Context: an optimization exercise on an open-source flow, tuned for small area, a short achievable clock period and few clock cycles per item. The choices shown serve that exercise and are no tape-out recipe. Function was checked by simulation only, so behaviour that the tests miss may differ from the original.

[flow/config.mk]
export PLATFORM = sky130hd
export DESIGN_NAME = gravity_orientation_classifier_top
export DESIGN_NICKNAME = gravity_orientation_classifier_top
export VERILOG_FILES = /design/flow/design.v
export SDC_FILE = /design/flow/constraint.sdc
export NUM_CORES = 4
export LEC_CHECK = 0
export CAP_MARGIN = 20
export CORE_MARGIN = 2
export CORE_UTILIZATION = 40
export SLEW_MARGIN = 20
[flow/constraint.sdc]
create_clock -name core_clock -period 10.0 [get_ports {clk_i}]
set_input_delay 2.0000 -clock core_clock [delete_from_list [all_inputs] [get_ports {clk_i}]]
set_output_delay 2.0000 -clock core_clock [all_outputs]
set_load 0.01 [all_outputs]
[flow/design.v]
package goc_pkg;
  localparam int unsigned AngleTableLen = 24;
  localparam int unsigned CordicScaleShift = 14;
  localparam int unsigned VecW = 33;
  localparam int unsigned ZW = 26;
  localparam int unsigned AtanW = 22;
  localparam int unsigned DegW = 11;
  localparam logic [15:0] MinIntervalReset = 16'd200;
  localparam logic [3:0] TiltRatioReset = 4'd3;
  localparam int HalfTurnDeg = 180;
  localparam int QuarterTurnDeg = 90;
  localparam int FullTurnDeg = 360;
  localparam int Rot0Hi = 30;
  localparam int Rot0Lo = 330;
  localparam int Rot90Lo = 60;
  localparam int Rot90Hi = 120;
  localparam int Rot180Lo = 150;
  localparam int Rot180Hi = 210;
  localparam int Rot270Lo = 240;
  localparam int Rot270Hi = 300;
  localparam logic signed [ZW-1:0] HalfTurnQ16 = ZW'(HalfTurnDeg * 65536);
  localparam logic [ZW-1:0] RoundHalfQ16 = ZW'(32768);
  localparam logic [AngleTableLen*AtanW-1:0] AtanQ16 = {
    22'd0, 22'd1, 22'd2, 22'd4, 22'd7, 22'd14,
    22'd29, 22'd57, 22'd115, 22'd229, 22'd458, 22'd917,
    22'd1833, 22'd3667, 22'd7334, 22'd14668, 22'd29335, 22'd58666,
    22'd117304, 22'd234379, 22'd466945, 22'd919879, 22'd1740967, 22'd2949120
  };
  typedef enum logic [2:0] {
    ORIENT_ROT0    = 3'd0,
    ORIENT_ROT90   = 3'd1,
    ORIENT_ROT180  = 3'd2,
    ORIENT_ROT270  = 3'd3,
    ORIENT_INVALID = 3'd4
  } orient_e;
  typedef enum logic [1:0] {
    BASE_NONE = 2'd0,
    BASE_POS  = 2'd1,
    BASE_NEG  = 2'd2
  } base_e;
  typedef enum logic {
    REG_MIN_INTERVAL = 1'b0,
    REG_TILT_RATIO   = 1'b1
  } reg_e;
  typedef struct packed {
    logic                  vld;
    logic signed [VecW-1:0] a;
    logic signed [VecW-1:0] b;
    logic signed [ZW-1:0]   z;
  } vec_t;
endpackage
import goc_pkg::*;
module goc_cordic_cell
#(
  parameter int unsigned Step = 0
) (
  input  logic                   clk_i,
  input  logic                   rst_ni,
  input  logic                   vld_i,
  input  logic signed [VecW-1:0] a_i,
  input  logic signed [VecW-1:0] b_i,
  input  logic signed [ZW-1:0]   z_i,
  output logic                   vld_o,
  output logic signed [VecW-1:0] a_o,
  output logic signed [VecW-1:0] b_o,
  output logic signed [ZW-1:0]   z_o
);
  logic                   vld_d, vld_q;
  logic signed [VecW-1:0] a_d, a_q;
  logic signed [VecW-1:0] b_d, b_q;
  logic signed [ZW-1:0]   z_d, z_q;
  logic signed [VecW-1:0] da, db;
  logic signed [ZW-1:0] dz;
  always_comb begin
    da = b_i >>> Step;
    db = a_i >>> Step;
    dz = $signed({{(ZW - AtanW){1'b0}}, AtanQ16[Step*AtanW +: AtanW]});
    vld_d = vld_i;
    if (!b_i[VecW-1]) begin
      a_d = a_i + da;
      b_d = b_i - db;
      z_d = z_i + dz;
    end else begin
      a_d = a_i - da;
      b_d = b_i + db;
      z_d = z_i - dz;
    end
  end
  always_ff @(posedge clk_i or negedge rst_ni) begin
    if (!rst_ni) begin
      vld_q <= 1'b0;
      a_q <= '0;
      b_q <= '0;
      z_q <= '0;
    end else begin
      vld_q <= vld_d;
      a_q <= a_d;
      b_q <= b_d;
      z_q <= z_d;
    end
  end
  assign vld_o = vld_q;
  assign a_o = a_q;
  assign b_o = b_q;
  assign z_o = z_q;
endmodule
import goc_pkg::*;
module goc_tilt
(
  input  logic               clk_i,
  input  logic signed [15:0] x_i,
  input  logic signed [15:0] y_i,
  input  logic signed [15:0] z_i,
  input  logic        [3:0]  ratio_i,
  output logic               flat_o
);
  logic signed [31:0] xx_d, yy_d, zz_d;
  logic [30:0] xx_q, yy_q, zz_q;
  logic [31:0] horiz;
  logic [35:0] scaled;
  logic flat_q;
  always_comb begin
    xx_d = x_i * x_i;
    yy_d = y_i * y_i;
    zz_d = z_i * z_i;
    horiz = {1'b0, xx_q} + {1'b0, yy_q};
    scaled = {4'b0, horiz} * {32'b0, ratio_i};
  end
  always_ff @(posedge clk_i) begin
    xx_q <= xx_d[30:0];
    yy_q <= yy_d[30:0];
    zz_q <= zz_d[30:0];
    flat_q <= scaled < {5'b0, zz_q};
  end
  assign flat_o = flat_q;
endmodule
import goc_pkg::*;
module gravity_orientation_classifier_top
#(
  parameter int unsigned ANGLE_ITERATIONS = 16
) (
  input  logic               clk_i,
  input  logic               rst_ni,
  input  logic               psel,
  input  logic               penable,
  input  logic               pwrite,
  input  logic        [2:0]  paddr,
  input  logic        [31:0] pwdata,
  output logic        [31:0] prdata,
  output logic               pready,
  input  logic               in_valid_i,
  output logic               in_ready_o,
  input  logic signed [15:0] gravity_x_i,
  input  logic signed [15:0] gravity_y_i,
  input  logic signed [15:0] gravity_z_i,
  input  logic        [31:0] time_ms_i,
  input  logic               is_gravity_type_i,
  output logic               out_valid_o,
  input  logic               out_ready_i,
  output logic        [2:0]  orientation_o,
  output logic signed [9:0]  angle_deg_o,
  output logic               is_flat_o
);
  logic [15:0] min_q;
  logic [3:0] ratio_q;
  logic [31:0] last_q;
  logic busy_q, pend_q, out_valid_q;
  logic signed [15:0] x_q, y_q, z_q;
  goc_pkg::base_e base_q;
  goc_pkg::base_e base_d;
  logic zero_q, zero_d;
  logic [ANGLE_ITERATIONS:0] vec_vld;
  logic [ANGLE_ITERATIONS:0][VecW-1:0] vec_a;
  logic [ANGLE_ITERATIONS:0][VecW-1:0] vec_b;
  logic [ANGLE_ITERATIONS:0][ZW-1:0] vec_z;
  goc_pkg::vec_t entry_d;
  goc_pkg::vec_t entry_q;
  logic flat;
  logic in_acc, pass, take, cfg_wr, move;
  logic [31:0] diff;
  logic signed [16:0] a0, b0;
  logic signed [ZW-1:0] z_tot;
  logic [ZW-1:0] mag, rnd;
  logic signed [DegW-1:0] angle, deg_raw, deg;
  goc_pkg::orient_e orient_d;
  goc_pkg::orient_e pend_orient_q;
  goc_pkg::orient_e out_orient_q;
  logic signed [9:0] pend_angle_q, out_angle_q;
  logic pend_flat_q, out_flat_q;
  assign pready = 1'b1;
  assign cfg_wr = psel && penable && pwrite && pready;
  assign prdata = (paddr[2] == REG_TILT_RATIO) ? {28'b0, ratio_q} : {16'b0, min_q};
  assign in_ready_o = !busy_q;
  assign in_acc = in_valid_i && in_ready_o;
  assign diff = time_ms_i - last_q;
  assign pass = diff >= {16'b0, min_q};
  assign take = in_acc && pass && is_gravity_type_i;
  assign move = pend_q && (!out_valid_q || out_ready_i);
  always_comb begin
    a0 = -{gravity_x_i[15], gravity_x_i};
    b0 = {gravity_y_i[15], gravity_y_i};
    base_d = BASE_NONE;
    if (a0[16]) begin
      a0 = -a0;
      b0 = -b0;
      base_d = gravity_y_i[15] ? BASE_NEG : BASE_POS;
    end
    zero_d = (gravity_x_i == 16'sd0) && (gravity_y_i == 16'sd0);
    entry_d.vld = take;
    entry_d.a = $signed({{(VecW - 17 - CordicScaleShift){a0[16]}}, a0,
                         {CordicScaleShift{1'b0}}});
    entry_d.b = $signed({{(VecW - 17 - CordicScaleShift){b0[16]}}, b0,
                         {CordicScaleShift{1'b0}}});
    entry_d.z = '0;
  end
  always_ff @(posedge clk_i or negedge rst_ni) begin
    if (!rst_ni) begin
      min_q <= MinIntervalReset;
      ratio_q <= TiltRatioReset;
      last_q <= '0;
      busy_q <= 1'b0;
      pend_q <= 1'b0;
      out_valid_q <= 1'b0;
      entry_q <= '0;
    end else begin
      if (cfg_wr) begin
        case (paddr[2])
          REG_MIN_INTERVAL: min_q <= pwdata[15:0];
          REG_TILT_RATIO:   ratio_q <= pwdata[3:0];
          default: ;
        endcase
      end
      if (in_acc && pass) begin
        last_q <= time_ms_i;
      end
      entry_q <= entry_d;
      if (take) begin
        busy_q <= 1'b1;
      end else if (move) begin
        busy_q <= 1'b0;
      end
      if (vec_vld[ANGLE_ITERATIONS]) begin
        pend_q <= 1'b1;
      end else if (move) begin
        pend_q <= 1'b0;
      end
      if (move) begin
        out_valid_q <= 1'b1;
      end else if (out_ready_i) begin
        out_valid_q <= 1'b0;
      end
    end
  end
  always_ff @(posedge clk_i) begin
    if (take) begin
      x_q <= gravity_x_i;
      y_q <= gravity_y_i;
      z_q <= gravity_z_i;
      base_q <= base_d;
      zero_q <= zero_d;
    end
  end
  goc_tilt u_tilt (
    .clk_i   (clk_i),
    .x_i     (x_q),
    .y_i     (y_q),
    .z_i     (z_q),
    .ratio_i (ratio_q),
    .flat_o  (flat)
  );
  assign vec_vld[0] = entry_q.vld;
  assign vec_a[0] = entry_q.a;
  assign vec_b[0] = entry_q.b;
  assign vec_z[0] = entry_q.z;
  for (genvar i = 0; i < ANGLE_ITERATIONS; i++) begin : g_cell
    goc_cordic_cell #(
      .Step (i)
    ) u_cell (
      .clk_i  (clk_i),
      .rst_ni (rst_ni),
      .vld_i  (vec_vld[i]),
      .a_i    (vec_a[i]),
      .b_i    (vec_b[i]),
      .z_i    (vec_z[i]),
      .vld_o  (vec_vld[i+1]),
      .a_o    (vec_a[i+1]),
      .b_o    (vec_b[i+1]),
      .z_o    (vec_z[i+1])
    );
  end
  always_comb begin
    z_tot = $signed(vec_z[ANGLE_ITERATIONS]);
    case (base_q)
      BASE_POS: z_tot = $signed(vec_z[ANGLE_ITERATIONS]) + HalfTurnQ16;
      BASE_NEG: z_tot = $signed(vec_z[ANGLE_ITERATIONS]) - HalfTurnQ16;
      default:  z_tot = $signed(vec_z[ANGLE_ITERATIONS]);
    endcase
    mag = z_tot[ZW-1] ? ZW'(-z_tot) : ZW'(z_tot);
    rnd = (mag + RoundHalfQ16) >> 16;
    angle = z_tot[ZW-1] ? -$signed(rnd[DegW-1:0]) : $signed(rnd[DegW-1:0]);
    if (zero_q) begin
      angle = DegW'(HalfTurnDeg);
    end
    deg_raw = DegW'(QuarterTurnDeg) - angle;
    deg = deg_raw;
    if (deg_raw < 0) begin
      deg = deg_raw + DegW'(FullTurnDeg);
    end else if (deg_raw >= DegW'(FullTurnDeg)) begin
      deg = deg_raw - DegW'(FullTurnDeg);
    end
    if (deg <= DegW'(Rot0Hi) || deg >= DegW'(Rot0Lo)) begin
      orient_d = ORIENT_ROT0;
    end else if (deg >= DegW'(Rot90Lo) && deg <= DegW'(Rot90Hi)) begin
      orient_d = ORIENT_ROT90;
    end else if (deg >= DegW'(Rot180Lo) && deg <= DegW'(Rot180Hi)) begin
      orient_d = ORIENT_ROT180;
    end else if (deg >= DegW'(Rot270Lo) && deg <= DegW'(Rot270Hi)) begin
      orient_d = ORIENT_ROT270;
    end else begin
      orient_d = ORIENT_INVALID;
    end
  end
  always_ff @(posedge clk_i) begin
    if (vec_vld[ANGLE_ITERATIONS]) begin
      pend_flat_q <= flat;
      if (flat) begin
        pend_orient_q <= ORIENT_INVALID;
        pend_angle_q <= '1;
      end else begin
        pend_orient_q <= orient_d;
        pend_angle_q <= deg[9:0];
      end
    end
    if (move) begin
      out_orient_q <= pend_orient_q;
      out_angle_q <= pend_angle_q;
      out_flat_q <= pend_flat_q;
    end
  end
  assign out_valid_o = out_valid_q;
  assign orientation_o = out_orient_q;
  assign angle_deg_o = out_angle_q;
  assign is_flat_o = out_flat_q;
endmodule
[flow/run.sh]
#!/bin/bash
# synth_recipe.tcl (not shown) runs the flow's synth.tcl, then flattens the netlist and writes it again
# the make line also repeats each setting of config.mk as NAME=value (left out here)
make -C /OpenROAD-flow-scripts/flow DESIGN_CONFIG=/design/flow/config.mk WORK_HOME=/design/flow/orfs CLKGATE_MAP_FILE= SYNTH_SCRIPT=/design/flow/synth_recipe.tcl finish
==> out/metrics.cfg <==
[run_status]
status = finished clean

[clock_tree]
htree_num_levels = 4
cts.sinks = 1461
cts_resized = 0
cts.path.max_buffers = 4
root_buffer = clkbuf_16
clkTransAtPathRegs_ns = 0.06
post_cts.repair.setup_buffers = 0
cts_tree = yes
cts_buffers = 179
worstSkewPairLatency_ns = 0.88
ctsHoldBuffers = 0

[critical_path]
worstPathArrival_ns = 9.31
cp_common_cell = ha_1
end_kind = flop
cpMaxStageDelayCell = or4b_1
slowest_delay_ns = 0.48
startpoint_type = flop
critPathKind = reg -> reg
timing.rr.end = pend_orient_q[1]
reg2reg_depth = 36
startpoint = base_q[0]
critPathBufInv = 5
cp_max_fo = 8
worst_path_dominant_cell_family = compound AO/OA/AOI/OAI gates
crit_required_ns = 10.56
r2r_start = base_q[0]
reg2reg_slack_ns = 1.26

[drt]
drc = 0
ant_nets = 0
wl_per_cell_um = 15.60
dr.pass1.iters = 6
drt_iter0_drc = 4430
via_count = 97530
routed_wl_mm = 300.2
drt-vias-per-instance = 5.067

[floorplan]
start_util_pct = 40.14
num_rows = 212
dieArea_mm2 = 0.3389
design.core.area_mm2 = 0.3332
io_pins = 172
die_w_um = 582.2
die_y_um = 582.2

[cells_and_area]
final_area_mm2 = 0.1462
fin_cells = 19250
nNetsFinal = 17230
syn2layout_area_growth_pct = 9.347
drive_gt1_share_pct = 3.896
nFillCells = 32380
fin_util_pct = 43.89

[run]
max_cap_viol_count = 0

[timing]
tightest_slew_ns = 1.126
hold_violations = 0
max_freq_mhz = 114.4
rsz0062_at_grt = false
slew_headroom_pct = 23.86
drv_slew = 0
setup_tns_ns = 0
setup_viol = 0
timing.hold.ws_ns = 0.3042
post-route-period-util_pct = 87.44
period_minus_slack_ns = 8.744
setup_ws_ns = 1.256
finalClockSkew_ns = 0.07733

[placed_design]
dpl.hpwl_mm = 242.8
dp_cells = 18930
place.port_buffers = 136
place_congestion = 0.8884
dp_slack_ns = 1.251
dpl_cell_area_mm2 = 0.1402

[min_path]
min_path_cells = 0
hold_class = reg -> reg
worstHoldEndpoint = g_cell[9].u_cell.vld_q
min_from = g_cell[8].u_cell.vld_q

[synthesis]
ys_seq_area_share_pct = 27.30
synth_area_leaders = dfrtp_1 24%, ha_1 15%, fa_1 12%
synth_edf_count = 79
synth-main-ff-cell = dfrtp_1
syn-cell-area_mm2 = 0.1337
yosysWarnings = 18
async_reset_ff_share_pct = 88.36
ys_ff_latch = 1461
ys_types = 116
synth.top_cell.area_share_pct = 24.07
yosysTopAreaCell = dfrtp_1
syn_inst = 14590
synth.avg_cell_area_um2 = 9.163

[global_routing]
grt_max_degree = 163
gr-total-overflow = 0
grt_pass1_vias = 97310
grt_pass1_wl_mm = 495.0
grt_use_total_pct = 17.71
antenna_found_initial = 14

==> layout by cell type (no fill, tap or decap), types with 62 or more instances in the layout <==
cell type,synthesis,routed
o21ai_0,466,466
buf_4,18,62
edfxtp_1,79,79
and2_1,238,238
mux2_2,80,80
or3_1,108,108
ha_1,1576,1576
nand3_1,231,231
a21boi_0,103,103
inv_1,1827,1827
o21a_1,109,109
a21o_1,163,163
nor2b_1,164,164
o21bai_1,381,381
nor4_1,101,100
dfxtp_1,91,91
clkbuf_16,0,186
fa_1,800,800
o41ai_1,78,78
a21oi_1,1073,1073
nor3_1,455,455
dfrtp_1,1286,1271
clkdlybuf4s50_1,0,135
a31oi_1,108,108
a211oi_1,62,62
nand2b_1,109,109
xnor2_1,1304,1304
nor2_1,1320,1319
nand2_1,827,827
xor2_1,441,441
and3_1,89,89
==> how the worst max path moves through the flow <==
stage                  endpoint  cells past startpoint
2_1_floorplan         base_q[0]                     25
3_3_place_gp   pend_orient_q[1]                     36
3_5_place_dp             y_q[0]                     23
4_1_cts        pend_orient_q[1]                     36
5_1_grt        pend_orient_q[1]                     36
6_report       pend_orient_q[1]                     36
==> cell type report <==
class | count | area (um2) | area share [%]
inverters | 1833 | 6880 | 4.706
diodes | 2 | 5.005 | 0.003423
multi-input cells | 11050 | 89350 | 61.10
flip-flops and latches | 1461 | 36530 | 24.98
repair buffers | 203 | 1944 | 1.330
clock buffers | 242 | 5165 | 3.532
well taps | 4387 | 5489 | 3.754
clock inverters | 72 | 863.3 | 0.5904
==> synth_stat cells (231+ instances only) <==
| cell type | instances |
|---|---|
| a21oi_1 | 1073 |
| dfrtp_1 | 1286 |
| nor2_1 | 1320 |
| xnor2_1 | 1304 |
| xor2_1 | 441 |
| nand2_1 | 827 |
| o21ai_0 | 466 |
| o21bai_1 | 381 |
| nor3_1 | 455 |
| ha_1 | 1576 |
| fa_1 | 800 |
| nand3_1 | 231 |
| and2_1 | 238 |
| inv_1 | 1827 |
==> routing by layer <==
metal	GRT usage [%]	part of all wire [%]	vias to the layer above
met4	5.047	3.0	0
met5	0	0	-
met2	32.73	51	1151
li1	-	-	49450
met3	1.651	2.6	458
met1	21.72	43	46470
==> cell families (layout without fill, tap and decap cells) <==
group	after synthesis	count (layout)	share of synthesized area [%]
AOI/OAI and AO/OA	2928	2928	14.00
xor gates and xnor gates	1748	1748	11.47
adders and majority gates	2377	2377	26.73
buffers and inverters	2099	2350	5.964
DFF	1461	1461	27.30
muxes	117	117	0.9516
other	2	21	0.005616
and+or+nand+nor	3861	3861	13.58
==> worst register-to-register path, delay by kind of cell (launching register included) <==
| kind | cells | cell delay, ns |
|---|---|---|
| muxes | 1 | 0.13 |
| xor gates and xnor gates | 4 | 0.72 |
| and+or+nand+nor | 9 | 1.79 |
| adders and majority gates | 6 | 1.75 |
| buffers and inverters | 5 | 0.66 |
| DFF | 1 | 0.35 |
| AOI/OAI and AO/OA | 11 | 3.04 |
==> state kept, by name (all words and copies together) (netlist names), 3 cells and up <==
register             flops
g_cell.u_cell.b_q      412
g_cell.u_cell.a_q      394
g_cell.u_cell.z_q      379
entry_q                 35
last_q                  32
u_tilt.xx_q             30
u_tilt.yy_q             30
u_tilt.zz_q             30
g_cell.u_cell.vld_q     16
min_q                   16
x_q                     16
y_q                     16
z_q                     16
out_angle_q             10
pend_angle_q            10
ratio_q                  4
out_orient_q             3
pend_orient_q            3
Testbench counts, summed over its fixed seeds: cycles 34,914, items 1,797.

afterwards: timing with drivers on the ports:
The flow's constraints put no driver on any port. The routed layout listed below was extracted and timed again, unchanged, in two steps.
Step 1 sets driving cells, clkbuf_16 on the clock port and buf_2 on the other inputs (assumed; they add their load-dependent delay and slew).
Step 2, shift: input delay + t, output delay - t, t = (earliest + latest rising clock arrival at the registers) / 2. This alone moves slack from input paths to output paths.
Three values: ideal, step 1, step 2; two values: the first two.
t, ns: 0.937
slack for setup (ns): 1.256 / 1.256 / 1.114
worst setup path after step 2: input to register
After both steps this run still meets setup and hold. The setup slack of this run moves by 0.000 ns with the drivers and by -0.142 ns with both steps.
